Source: an optimization exercise on an open RTL-to-GDS flow (aim: small area and few clock cycles per item). Production flows keep margins and buffers that such runs may drop.
In this exercise RTL edits were held to simulation tests only and were not proved equivalent to the original.

==> design/flow/design.v <==
package ransac_fixed;
    localparam int FRAC_BITS = 16;
    typedef logic signed [31:0] fixed_t;
    typedef struct packed {
        fixed_t x;
        fixed_t y;
        fixed_t z;
    } point_t;
    typedef struct packed {
        fixed_t a;
        fixed_t b;
        fixed_t c;
        fixed_t d;
    } plane_t;
    typedef struct packed {
        logic valid;
    } scorer_tag_t;
    localparam int VALUE_BITS = 32;
    function automatic logic signed [31:0] fixed_mul(input logic signed [31:0] a, input logic signed [31:0] b);
        logic signed [63:0] wide_a;
        logic signed [63:0] wide_b;
        logic signed [63:0] product;
        wide_a  = a;
        wide_b  = b;
        product = wide_a * wide_b;
        fixed_mul = product[FRAC_BITS+31:FRAC_BITS];
    endfunction
    function automatic logic signed [31:0] fixed_abs(input logic signed [31:0] a);
        fixed_abs = (a < 32'sd0) ? -a : a;
    endfunction
    function automatic logic fixed_le(input logic signed [31:0] a, input logic signed [31:0] b);
        fixed_le = (a <= b);
    endfunction
endpackage
module fast_point_distance_to_plane #(
    parameter int multiply_latency = 4
) (
    input  logic                      clock,
    input  ransac_fixed::plane_t      plane,
    input  ransac_fixed::point_t      point,
    input  ransac_fixed::scorer_tag_t in_pipeline,
    output ransac_fixed::fixed_t      distance,
    output ransac_fixed::scorer_tag_t out_pipeline
);
    logic [multiply_latency-1:0][31:0] px_r;
    logic [multiply_latency-1:0][31:0] py_r;
    logic [multiply_latency-1:0][31:0] pz_r;
    logic [multiply_latency-1:0][31:0] d_r;
    logic [multiply_latency-1:0]       tag_r;
    ransac_fixed::fixed_t      sum_r;
    ransac_fixed::scorer_tag_t sum_tag_r;
    ransac_fixed::fixed_t      dist_r;
    ransac_fixed::scorer_tag_t dist_tag_r;
    always_ff @(posedge clock) begin
        px_r[0]  <= ransac_fixed::fixed_mul(plane.a, point.x);
        py_r[0]  <= ransac_fixed::fixed_mul(plane.b, point.y);
        pz_r[0]  <= ransac_fixed::fixed_mul(plane.c, point.z);
        d_r[0]   <= plane.d;
        tag_r[0] <= in_pipeline.valid;
        for (int i = 1; i < multiply_latency; i++) begin
            px_r[i]  <= px_r[i-1];
            py_r[i]  <= py_r[i-1];
            pz_r[i]  <= pz_r[i-1];
            d_r[i]   <= d_r[i-1];
            tag_r[i] <= tag_r[i-1];
        end
        sum_r      <= ransac_fixed::fixed_t'(px_r[multiply_latency-1] + py_r[multiply_latency-1]
                    + pz_r[multiply_latency-1] + d_r[multiply_latency-1]);
        sum_tag_r.valid <= tag_r[multiply_latency-1];
        dist_r     <= ransac_fixed::fixed_abs(sum_r);
        dist_tag_r <= sum_tag_r;
    end
    assign distance     = dist_r;
    assign out_pipeline = dist_tag_r;
endmodule
module ransac_inlier_scorer #(
    parameter int COUNT_BITS       = 32,
    parameter int MULTIPLY_LATENCY = ransac_fixed::VALUE_BITS / 8,
    parameter int FLUSH_CYCLES     = 4 * MULTIPLY_LATENCY + 8
) (
    input  logic                  clock,
    input  logic                  reset_n,
    input  logic                  start_valid,
    output logic                  start_ready,
    input  logic [127:0]          plane,
    input  logic [31:0]           threshold,
    input  logic [COUNT_BITS-1:0] point_count,
    input  logic                  point_valid,
    output logic                  point_ready,
    input  logic [95:0]           point,
    output logic                  done_valid,
    input  logic                  done_ready,
    output logic [COUNT_BITS-1:0] inlier_count,
    output logic                  busy
);
    typedef enum logic [2:0] {
        FLUSH  = 3'd0,
        IDLE   = 3'd1,
        STREAM = 3'd2,
        DRAIN  = 3'd3,
        DONE   = 3'd4
    } state_t;
    localparam logic [31:0]           FLUSH_LAST = 32'(FLUSH_CYCLES - 1);
    localparam logic [COUNT_BITS-1:0] COUNT_ONE  = COUNT_BITS'(1);
    state_t                state_r;
    logic [31:0]           flush_count_r;
    ransac_fixed::plane_t                plane_r;
    ransac_fixed::fixed_t                threshold_r;
    logic [COUNT_BITS-1:0] count_r;
    logic [COUNT_BITS-1:0] issued_r;
    logic [COUNT_BITS-1:0] received_r;
    logic [COUNT_BITS-1:0] inliers_r;
    logic [COUNT_BITS-1:0] inlier_count_r;
    logic                  start_ready_r;
    logic                  point_ready_r;
    logic                  done_valid_r;
    logic                  busy_r;
    ransac_fixed::scorer_tag_t           issue_tag_s;
    ransac_fixed::scorer_tag_t           return_tag_s;
    ransac_fixed::fixed_t                distance_s;
    logic                  point_fire_s;
    logic                  collect_s;
    logic                  hit_s;
    logic [COUNT_BITS-1:0] issued_next_s;
    logic [COUNT_BITS-1:0] received_next_s;
    logic [COUNT_BITS-1:0] inliers_next_s;
    fast_point_distance_to_plane #(
        .multiply_latency  (MULTIPLY_LATENCY)
    ) u_distance (
        .clock        (clock),
        .plane        (plane_r),
        .point        (point),
        .in_pipeline  (issue_tag_s),
        .distance     (distance_s),
        .out_pipeline (return_tag_s)
    );
    always_comb begin
        point_fire_s      = (state_r == STREAM) && point_valid && point_ready_r;
        issue_tag_s.valid = point_fire_s;
        collect_s         = ((state_r == STREAM) || (state_r == DRAIN)) && return_tag_s.valid;
        hit_s             = collect_s && ransac_fixed::fixed_le(distance_s, threshold_r);
        issued_next_s     = point_fire_s ? (issued_r + COUNT_ONE) : issued_r;
        received_next_s   = collect_s ? (received_r + COUNT_ONE) : received_r;
        inliers_next_s    = hit_s ? (inliers_r + COUNT_ONE) : inliers_r;
    end
    always_ff @(posedge clock or negedge reset_n) begin
        if (!reset_n) begin
            state_r        <= FLUSH;
            flush_count_r  <= '0;
            plane_r        <= '0;
            threshold_r    <= '0;
            count_r        <= '0;
            issued_r       <= '0;
            received_r     <= '0;
            inliers_r      <= '0;
            inlier_count_r <= '0;
            start_ready_r  <= 1'b0;
            point_ready_r  <= 1'b0;
            done_valid_r   <= 1'b0;
            busy_r         <= 1'b1;
        end else begin
            case (state_r)
                FLUSH: begin
                    if (flush_count_r == FLUSH_LAST) begin
                        state_r       <= IDLE;
                        flush_count_r <= '0;
                        start_ready_r <= 1'b1;
                        busy_r        <= 1'b0;
                    end else begin
                        flush_count_r <= flush_count_r + 32'd1;
                    end
                end
                IDLE: begin
                    if (start_valid && start_ready_r) begin
                        plane_r       <= plane;
                        threshold_r   <= threshold;
                        count_r       <= point_count;
                        issued_r      <= '0;
                        received_r    <= '0;
                        inliers_r     <= '0;
                        start_ready_r <= 1'b0;
                        busy_r        <= 1'b1;
                        if (point_count == '0) begin
                            state_r        <= DONE;
                            done_valid_r   <= 1'b1;
                            inlier_count_r <= '0;
                        end else begin
                            state_r       <= STREAM;
                            point_ready_r <= 1'b1;
                        end
                    end
                end
                STREAM: begin
                    issued_r      <= issued_next_s;
                    received_r    <= received_next_s;
                    inliers_r     <= inliers_next_s;
                    point_ready_r <= (issued_next_s != count_r);
                    if (issued_next_s == count_r) begin
                        state_r <= DRAIN;
                    end
                end
                DRAIN: begin
                    received_r <= received_next_s;
                    inliers_r  <= inliers_next_s;
                    if (received_next_s == issued_r) begin
                        state_r        <= DONE;
                        done_valid_r   <= 1'b1;
                        inlier_count_r <= inliers_next_s;
                    end
                end
                DONE: begin
                    if (done_ready) begin
                        state_r       <= IDLE;
                        done_valid_r  <= 1'b0;
                        start_ready_r <= 1'b1;
                        busy_r        <= 1'b0;
                    end
                end
                default: begin
                    state_r       <= FLUSH;
                    flush_count_r <= '0;
                    start_ready_r <= 1'b0;
                    point_ready_r <= 1'b0;
                    done_valid_r  <= 1'b0;
                    busy_r        <= 1'b1;
                end
            endcase
        end
    end
    assign start_ready  = start_ready_r;
    assign point_ready  = point_ready_r;
    assign done_valid   = done_valid_r;
    assign inlier_count = inlier_count_r;
    assign busy         = busy_r;
endmodule
==> design/flow/run.sh <==
#!/bin/bash
# synth_recipe.tcl (not shown) runs the flow's synth.tcl, then flattens the netlist and writes it again
# the make line also repeats each setting of config.mk as NAME=value (left out here)
make -C /OpenROAD-flow-scripts/flow DESIGN_CONFIG=/design/flow/config.mk WORK_HOME=/design/flow/orfs CLKGATE_MAP_FILE= SYNTH_SCRIPT=/design/flow/synth_recipe.tcl finish
==> design/flow/config.mk <==
export PLATFORM = sky130hd
export DESIGN_NAME = ransac_inlier_scorer
export DESIGN_NICKNAME = ransac_inlier_scorer
export VERILOG_FILES = /design/flow/design.v
export SDC_FILE = /design/flow/constraint.sdc
export NUM_CORES = 4
export LEC_CHECK = 0
export CAP_MARGIN = 20
export CORE_MARGIN = 2
export CORE_UTILIZATION = 40
export SLEW_MARGIN = 20
==> design/flow/constraint.sdc <==
create_clock -name core_clock -period 10.0 [get_ports {clock}]
set_input_delay 2.0000 -clock core_clock [delete_from_list [all_inputs] [get_ports {clock}]]
set_output_delay 2.0000 -clock core_clock [all_outputs]
set_load 0.01 [all_outputs]
==> run notes <==
==> routing by layer <==
| layer | vias to the layer above | wire length [um] | GRT usage |
|---|---|---|---|
| li1 | 36000 | - | - |
| met1 | 41100 | 131000 | 0.285 |
| met2 | 1817 | 146000 | 0.354 |
| met3 | 359 | 13800 | 0.0219 |
| met4 | 2 | 9770 | 0.0597 |
| met5 | - | 12 | 0 |
==> worst max-delay path, cell delays in order <==
cell and delay [ns]:
sky130_fd_sc_hd__clkdlybuf4s50_1 0.46, sky130_fd_sc_hd__buf_4 0.17, sky130_fd_sc_hd__buf_4 0.28, sky130_fd_sc_hd__and2_1 0.18
sky130_fd_sc_hd__fa_1 0.43, sky130_fd_sc_hd__fa_1 0.49, sky130_fd_sc_hd__fa_1 0.52, sky130_fd_sc_hd__inv_1 0.05
sky130_fd_sc_hd__fa_1 0.49, sky130_fd_sc_hd__inv_1 0.06, sky130_fd_sc_hd__fa_1 0.50, sky130_fd_sc_hd__fa_1 0.57
sky130_fd_sc_hd__fa_1 0.42, sky130_fd_sc_hd__fa_1 0.44, sky130_fd_sc_hd__ha_1 0.33, sky130_fd_sc_hd__and4_1 0.22
sky130_fd_sc_hd__a221oi_1 0.30, sky130_fd_sc_hd__buf_4 0.17, sky130_fd_sc_hd__o21ai_0 0.10, sky130_fd_sc_hd__o21ai_0 0.61
sky130_fd_sc_hd__o22ai_1 0.24, sky130_fd_sc_hd__a221oi_1 0.29, sky130_fd_sc_hd__buf_4 0.18, sky130_fd_sc_hd__o2111ai_1 0.15
sky130_fd_sc_hd__a31oi_1 0.23, sky130_fd_sc_hd__xnor2_1 0.08
==> layout make-up <==
cell class / instances / area, um^2
multi-input combinational: 8187 / 85900
fill: 28300 / 163000
tap: 3919 / 4900
clock inverter: 63 / 709
clock buffer: 139 / 3090
timing repair buffer: 659 / 6320
sequential: 941 / 20600
inverter: 2417 / 9070
antenna: 6 / 15.0
==> cells in the final DEF, fill, tap and decap left out, drive strengths merged, types with 18 or more instances in the layout <==
master / n
fa: 2576
inv: 2431
nand2: 2076
and2: 1280
dfxtp: 582
ha: 557
dfrtp: 358
buf: 332
clkdlybuf4s50: 327
xnor2: 288
o21ai: 206
nand3: 141
clkbuf: 139
nor2: 130
a21oi: 126
xor2: 120
nand4: 70
a21o: 61
nor3: 55
nand2b: 46
nor2b: 45
nor4: 40
and3: 38
mux2i: 35
clkinv: 31
o21a: 20
and4: 20
o31ai: 19
o211ai: 18
==> state kept, by name (all words and copies together), names as in the netlist, 128 cells and up <==
| signal | count |
|---|---|
| plane_r | 128 |
| u_distance.d_r | 128 |
| u_distance.py_r | 128 |
| u_distance.pz_r | 128 |
| u_distance.px_r | 128 |
==> kinds of logic after synthesis <==
logic type	synth area share
buffers and inverters	0.0971
and+or+nand+nor	0.166
AOI/OAI and AO/OA	0.0318
DFF	0.175
muxes	0.00354
adders and majority gates	0.496
xor gates and xnor gates	0.0303
==> through the flow <==
stage	std cells
2_1_floorplan	12200
3_3_place_gp	16100
3_5_place_dp	16100
4_1_cts	16300
5_1_grt	16300
6_report	16300
==> worst paths after layout <==
kind | start | end | slack, ns | depth (start not counted)
max | point[71] | u_distance.px_r[31] | 0.67 | 26
min | u_distance.py_r[80] | u_distance.py_r[112] | 0.28 | 0
max reg2reg | plane_r[104] | u_distance.px_r[31] | 1.67 | 27
min reg2reg | u_distance.py_r[80] | u_distance.py_r[112] | 0.28 | 0
max in group asynchronous | reset_n | inlier_count_r[12] | 6.74 | 3
min in group asynchronous | reset_n | plane_r[99] | 1.16 | 1
==> run notes <==
* Final weighted congestion in routability-driven placement at 0.853
* Register bit total from synthesis at 941
* Initial antenna violation count at 13
* Measured slew at the worst slew-check pin at 1.16 ns
* Count of buffers added by post-CTS timing repair for setup at 0
* Number of flops mapped to enable cells by yosys at 0
* Commonest register cell after synthesis: sky130_fd_sc_hd__dfxtp_1
* Mapped Area at 118000 um^2
* Ys Warns at 2
* Pin count of the biggest net entering global routing at 128
* Count of nets after finishing at 15700
* Total clock buffers created by CTS at 111
* Setup-failing EPs final at 0
* Hold buffers post-CTS at 0
* Die height at 547 um
* Placeable Area at 294000 um^2
* RSZ-0062 raised after global routing: no
* Ratio of final minimum period to clock period at 0.933
* Area share of the largest cell type after synthesis at 0.437
* Finished Cell Area at 131000 um^2
* Via/cell ratio at 4.86
* Final Routed Wirelength at 300000 um
* Setup crit start kind: primary input
* Remaining antenna violation count after routing at 0
* Via count of the first global-routing pass at 86500
* Category of the worst setup path capture point: flop
* Cell type contributing the most total cell area after synthesis: sky130_fd_sc_hd__fa_1
* Share of final-layout standard cells stronger than drive strength 1 at 0.0459
* Clock Sink Count at 941
* Crit path kind: in -> reg
* Number of DRC violations after detailed routing at 0
* Max Cap Violations at 0
* Post-layout worst setup margin at 0.670 ns
* Clock-pin slew reported for the worst setup and hold paths after clock tree synthesis at 0.06 ns
* Area growth from synthesis to final layout at 10.7%
* Worst max-slew margin expressed relative to the limit at 0.226
* Num ports at 329
* Max FO, Critical Path at 20
* Average cell area after synthesis at 9.69 um^2
* Final clock skew at 0.0794 ns
* Maximum root-to-sink buffer count at 4
* Clock insertion delay at the later pin of the skew report at 0.85 ns
* First-pass GRT wire length at 492000 um
* Syn Inst Count at 12200
* Grt total ovfl at 0
* Clock tree from TritonCTS: done
* Count of unique library cells instantiated by Yosys at 82
* Sum of net half-perimeters after detailed placement at 246000 um
* Number of violations reported at the end of detailed-routing iteration 0 at 4604
* Top achievable clock speed at 107 MHz
* Fraction of the yosys area taken by sequential cells at 0.175
* Class of the tightest hold or removal check: reg -> reg
* Starting density of the core at 0.402
* PostCTS Resize Cnt at 0
* Min Hold Slack at 0.275 ns
* Overall die width at 547 um
* Buffer type at the clock tree root: sky130_fd_sc_hd__clkbuf_16
* Data arrival time of the critical path at 10.00 ns
* Clock period minus final worst setup slack at 9.33 ns
* Number of nets produced by synthesis at 15600
* Worst-case setup slack after placement at -0.0986 ns
* Router iterations before antenna repair at 5
* Site row count at 199
* Top cells by count, synth: 2576 x sky130_fd_sc_hd__fa_1, 2417 x sky130_fd_sc_hd__inv_1, 2076 x sky130_fd_sc_hd__nand2_1
* H-tree depth at 3
* Final-layout setup total negative slack at 0 ns
* Most frequently used cell type in the post-synthesis netlist: sky130_fd_sc_hd__fa_1
* Critical path data required time at 10.67 ns
* Final routed wire length divided by cell count at 18.4 um
* Via count at 79400
* Final core utilization at 0.445
* Placed cell area at 127000 um^2
* Fraction of synthesis flops using an asynchronous set or reset pin at 0.382
* Hold violation total from the final report at 0
* Top cells by area in the synthesized netlist: sky130_fd_sc_hd__fa_1 44%, sky130_fd_sc_hd__dfxtp_1 9.9%, sky130_fd_sc_hd__inv_1 7.7%, sky130_fd_sc_hd__dfrtp_1 7.6%, sky130_fd_sc_hd__and2_1 6.8%
* Floorplan die area at 299000 um^2
* Max-slew violation count at 0
* Global-route usage over all layers at 0.210
* Number of I/O port buffers at 328
* Status: timing/DRC/antenna clean
Testbench counts, summed over its fixed seeds: cycles 26,067, points 24,517.

-- what the ideal ports hide --
The results above use ideal ports. As a check the final layout listed here was re-extracted and re-timed, cells and wires unchanged. Step 1 (the two cells are an assumption about what drives the block):
set clk [get_ports {clock}]
set_driving_cell -lib_cell sky130_fd_sc_hd__clkbuf_16 $clk
set_driving_cell -lib_cell sky130_fd_sc_hd__buf_2 [delete_from_list [all_inputs] $clk]
Step 2 moves the port delays by t, midway between the first and last clock arrival at a register: inputs arrive t later, outputs are due t later. That takes back most of the time a late clock gives input paths. Slacks: ideal ports / drivers / drivers and shift; pairs: ideal ports / drivers.
shift t [ns]: 0.914
setup WS [ns]: 0.670 / 0.712 / -0.202
worst data-port slew with drivers (ns): 0.15
pins driven straight from the clock port: 1
With both steps, setup timing fails in this run, where it was met with ideal ports. For this run, drivers alone change the setup slack by +0.042 ns; drivers and shift together by -0.872 ns.
